Source: an optimization exercise on an open RTL-to-GDS flow (aim: small area, a short achievable clock period and few clock cycles per item). Production flows keep margins and buffers that such runs may drop.
Only simulation tests tie the RTL to the original design; equivalence was not proved.
No activity file was given, so power comes from the tool's default toggle rates.

// pixel_histogram
module pixel_histogram #(
    parameter int CNT_W = 16,
    parameter int TOT_W = 24
) (
    input  logic             clk,
    input  logic             rst_n,
    input  logic             start,
    input  logic             in_valid,
    input  logic [7:0]       inbyte,
    input  logic             frame_end,
    output logic             in_ready,
    output logic             out_valid,
    input  logic             out_ready,
    output logic [7:0]       out_bin,
    output logic [CNT_W-1:0] out_count,
    output logic [TOT_W-1:0] pixel_total,
    output logic             busy,
    output logic             done
);
==> module pixel_histogram, before the edit <==
module pixel_histogram #(
    parameter int CNT_W = 16,
    parameter int TOT_W = 24
) (
    input  logic             clk,
    input  logic             rst_n,
    input  logic             start,
    input  logic             in_valid,
    input  logic [7:0]       inbyte,
    input  logic             frame_end,
    output logic             in_ready,
    output logic             out_valid,
    input  logic             out_ready,
    output logic [7:0]       out_bin,
    output logic [CNT_W-1:0] out_count,
    output logic [TOT_W-1:0] pixel_total,
    output logic             busy,
    output logic             done
);
    logic             busy_q, idle_q, ir_q, dmp_q, done_q;
    logic [8:0]       dcnt_q;
    logic             ov_q;
    logic [7:0]       ob_q;
    logic [CNT_W-1:0] oc_q;
    logic [TOT_W-1:0] tot_q;
    logic start_take, take, fe_take, stall, xfer, last, issue;
    assign start_take = start && idle_q;
    assign take       = ir_q && in_valid;
    assign fe_take    = ir_q && frame_end;
    assign stall      = ov_q && !out_ready;
    assign xfer       = ov_q && out_ready;
    assign last       = xfer && (ob_q == 8'hFF);
    assign issue      = dmp_q && !dcnt_q[8] && !stall;
    logic             a_v, a_d;
    logic [7:0]       a_addr;
    logic [15:0]      a_hi, a_lo, a_lon;
    logic             b_v, b_d, f1_q, f2_q;
    logic [7:0]       b_addr;
    logic [3:0][CNT_W-1:0] part_q;
    logic             c_v;
    logic [7:0]       c_addr;
    logic [CNT_W-1:0] c_val;
    logic             d_v;
    logic [7:0]       d_addr;
    logic [CNT_W-1:0] d_val;
    logic [255:0][CNT_W-1:0] mem;
    logic [7:0] ad;
    assign ad = issue ? dcnt_q[7:0] : inbyte;
    always_ff @(posedge clk) begin
        a_addr <= ad;
        for (int i = 0; i < 16; i++) begin
            a_hi[i] <= (ad[7:4] == i[3:0]);
            a_lo[i]  <= (ad[3:0] == i[3:0]);
            a_lon[i] <= (ad[3:0] != i[3:0]);
        end
    end
    logic [3:0][CNT_W-1:0] part_d;
    always_comb begin
        for (int g = 0; g < 4; g++) begin
            part_d[g] = '0;
            for (int h = 0; h < 4; h++) begin
                logic [CNT_W-1:0] row;
                row = '0;
                for (int l = 0; l < 16; l++) begin
                    if (g < 2) row = row | (mem[(4*g+h)*16+l] & {CNT_W{a_lo[l]}});
                    else       row = row | (mem[(4*g+h)*16+l] & {CNT_W{!a_lon[l]}});
                end
                part_d[g] = part_d[g] | (row & {CNT_W{a_hi[4*g+h]}});
            end
        end
    end
    always_ff @(posedge clk) begin
        part_q <= part_d;
        b_addr <= a_addr;
        f1_q   <= b_v && (a_addr == b_addr);
        f2_q   <= c_v && (a_addr == c_addr);
    end
    function automatic logic [CNT_W-1:0] sat_inc(input logic [CNT_W-1:0] v);
        sat_inc = (&v) ? v : v + 1'b1;
    endfunction
    logic [CNT_W-1:0] rd, cur, nxt;
    assign rd  = part_q[0] | part_q[1] | part_q[2] | part_q[3];
    assign cur = f1_q ? c_val : (f2_q ? d_val : rd);
    assign nxt = f1_q ? sat_inc(c_val) : (f2_q ? sat_inc(d_val) : sat_inc(rd));
    logic [CNT_W-1:0] w_val;
    always_ff @(posedge clk) begin
        c_addr <= b_addr;
        c_val  <= nxt;
        w_val  <= b_v ? nxt : '0;
        d_addr <= c_addr;
        d_val  <= c_val;
    end
    logic [15:0] w_hi, w_lo;
    always_ff @(posedge clk) begin
        for (int i = 0; i < 16; i++) begin
            w_hi[i] <= idle_q || (b_v && (b_addr[7:4] == i[3:0]));
            w_lo[i] <= idle_q || (b_v && (b_addr[3:0] == i[3:0]));
        end
    end
    for (genvar w = 0; w < 256; w++) begin : g_word
        always_ff @(posedge clk) begin
            if (w_hi[w/16] && w_lo[w%16]) mem[w] <= w_val;
        end
    end
    always_ff @(posedge clk or negedge rst_n) begin
        if (!rst_n) begin
            busy_q <= 1'b0;
            idle_q <= 1'b1;
            ir_q   <= 1'b0;
            dmp_q  <= 1'b0;
            done_q <= 1'b0;
            dcnt_q <= 9'd0;
            a_v    <= 1'b0;
            a_d    <= 1'b0;
            b_v    <= 1'b0;
            b_d    <= 1'b0;
            c_v    <= 1'b0;
            d_v    <= 1'b0;
            ov_q   <= 1'b0;
            ob_q   <= 8'd0;
            oc_q   <= '0;
            tot_q  <= '0;
        end else begin
            done_q <= last;
            if (start_take) begin
                busy_q <= 1'b1;
                idle_q <= 1'b0;
                ir_q   <= 1'b1;
            end
            if (fe_take) begin
                ir_q   <= 1'b0;
                dmp_q  <= 1'b1;
                dcnt_q <= 9'd0;
            end else if (stall) begin
                dcnt_q <= {1'b0, ob_q} + 9'd1;
            end else if (issue) begin
                dcnt_q <= dcnt_q + 9'd1;
            end
            if (last) begin
                busy_q <= 1'b0;
                idle_q <= 1'b1;
                dmp_q  <= 1'b0;
            end
            a_v <= take;
            a_d <= issue;
            b_v <= a_v;
            b_d <= a_d && !stall;
            c_v <= b_v;
            d_v <= c_v;
            if (!stall) begin
                ov_q <= b_d;
                if (b_d) oc_q <= cur;
            end
            if (xfer) ob_q <= ob_q + 8'd1;
            if (start_take) tot_q <= '0;
            else if (a_v && !(&tot_q)) tot_q <= tot_q + 1'b1;
        end
    end
    assign in_ready    = ir_q;
    assign out_valid   = ov_q;
    assign out_bin     = ob_q;
    assign out_count   = oc_q;
    assign pixel_total = tot_q;
    assign busy        = busy_q;
    assign done        = done_q;
endmodule
make LEC_CHECK=0 CAP_MARGIN=20 CORE_MARGIN=2 CORE_UTILIZATION=60 CTS_CLUSTER_DIAMETER=80 CTS_CLUSTER_SIZE=25 SETUP_SLACK_MARGIN=3.5 SLEW_MARGIN=20 finish   # period 6.0 ns
run.sh (not shown) runs the stock make flow with config.mk's settings and CLKGATE_MAP_FILE= SYNTH_SCRIPT=/design/flow/synth_recipe.tcl, a recipe that flattens the netlist after the stock synthesis.
Testbench counts at the start, summed over its fixed seeds: cycles 84,147, pixels 63,825.
Next try:
--- a/flow/design.v
+++ b/flow/design.v
@@ -18,20 +18,20 @@
     output logic             done
 );
     logic             busy_q, idle_q, ir_q, dmp_q, done_q;
     logic [8:0]       dcnt_q;
     logic             ov_q;
-    logic [7:0]       ob_q;
+    logic [7:0]       ob_q, obn_q;    
     logic [CNT_W-1:0] oc_q;
     logic [TOT_W-1:0] tot_q;
     logic start_take, take, fe_take, stall, xfer, last, issue;
     assign start_take = start && idle_q;
     assign take       = ir_q && in_valid;
     assign fe_take    = ir_q && frame_end;
     assign stall      = ov_q && !out_ready;
     assign xfer       = ov_q && out_ready;
-    assign last       = xfer && (ob_q == 8'hFF);
+    assign last       = xfer && (obn_q == 8'h00);
     assign issue      = dmp_q && !dcnt_q[8] && !stall;
     logic             a_v, a_d;
     logic [7:0]       a_addr;
     logic [15:0]      a_hi, a_lo, a_lon;
     logic             b_v, b_d, f1_q, f2_q;
@@ -116,10 +116,11 @@
             b_d    <= 1'b0;
             c_v    <= 1'b0;
             d_v    <= 1'b0;
             ov_q   <= 1'b0;
             ob_q   <= 8'd0;
+            obn_q  <= 8'd1;
             oc_q   <= '0;
             tot_q  <= '0;
         end else begin
             done_q <= last;
             if (start_take) begin
@@ -130,11 +131,11 @@
             if (fe_take) begin
                 ir_q   <= 1'b0;
                 dmp_q  <= 1'b1;
                 dcnt_q <= 9'd0;
             end else if (stall) begin
-                dcnt_q <= {1'b0, ob_q} + 9'd1;
+                dcnt_q <= {(obn_q == 8'h00), obn_q};
             end else if (issue) begin
                 dcnt_q <= dcnt_q + 9'd1;
             end
             if (last) begin
                 busy_q <= 1'b0;
@@ -149,11 +150,14 @@
             d_v <= c_v;
             if (!stall) begin
                 ov_q <= b_d;
                 if (b_d) oc_q <= cur;
             end
-            if (xfer) ob_q <= ob_q + 8'd1;
+            if (xfer) begin
+                ob_q  <= obn_q;
+                obn_q <= obn_q + 8'd1;
+            end
             if (start_take) tot_q <= '0;
             else if (a_v && !(&tot_q)) tot_q <= tot_q + 1'b1;
         end
     end
     assign in_ready    = ir_q;
Result:
- With this change the flow completed, yet does not pass: antenna rules
- worst setup slack is better by 80 ps
- total power climbs by 13%
- wire length is lower by 2.8%
- clock-buffer cell count falls by 12
- utilization is lower by 0.38 points
- via count drops by 1.1%
- first-iteration DRC count decreases by 6.1%
- synthesized cell count is about the same
- hold slack is better by 130 ps
- cell count is lower by 0.62%
- clock skew decreases by 17 ps
- design area drops by 0.58%
Testbench counts after the change, summed over its fixed seeds: cycles 84,147, pixels 63,825.

[re-timing with driven ports]
How much do the figures lean on ideal ports? The routed layouts below were timed once more, with nothing changed but the port constraints.
Step 1, drivers: a clkbuf_16 drives clk and a buf_2 each remaining input, both assumed.
Step 2 adds t to the input delays and takes it off the output delays; t is the mean of the earliest and latest rising clock arrival at the registers after step 1. Input paths then give back, and output paths get back, about the clock's delay inside the block.
Slacks: ideal ports / drivers / drivers and shift; pairs: ideal ports / drivers.
| run | shift t [ns] | slack for setup (ns) | pins driven straight from the clock port |
|---|---|---|---|
| the first run | 1.000 | 3.163 / 3.065 / 2.887 | 1 |
| the second run | 0.985 | 3.243 / 3.137 / 2.561 | 1 |
For the second run, which loses most, drivers alone change the setup slack by -0.106 ns; drivers and shift together by -0.682 ns.
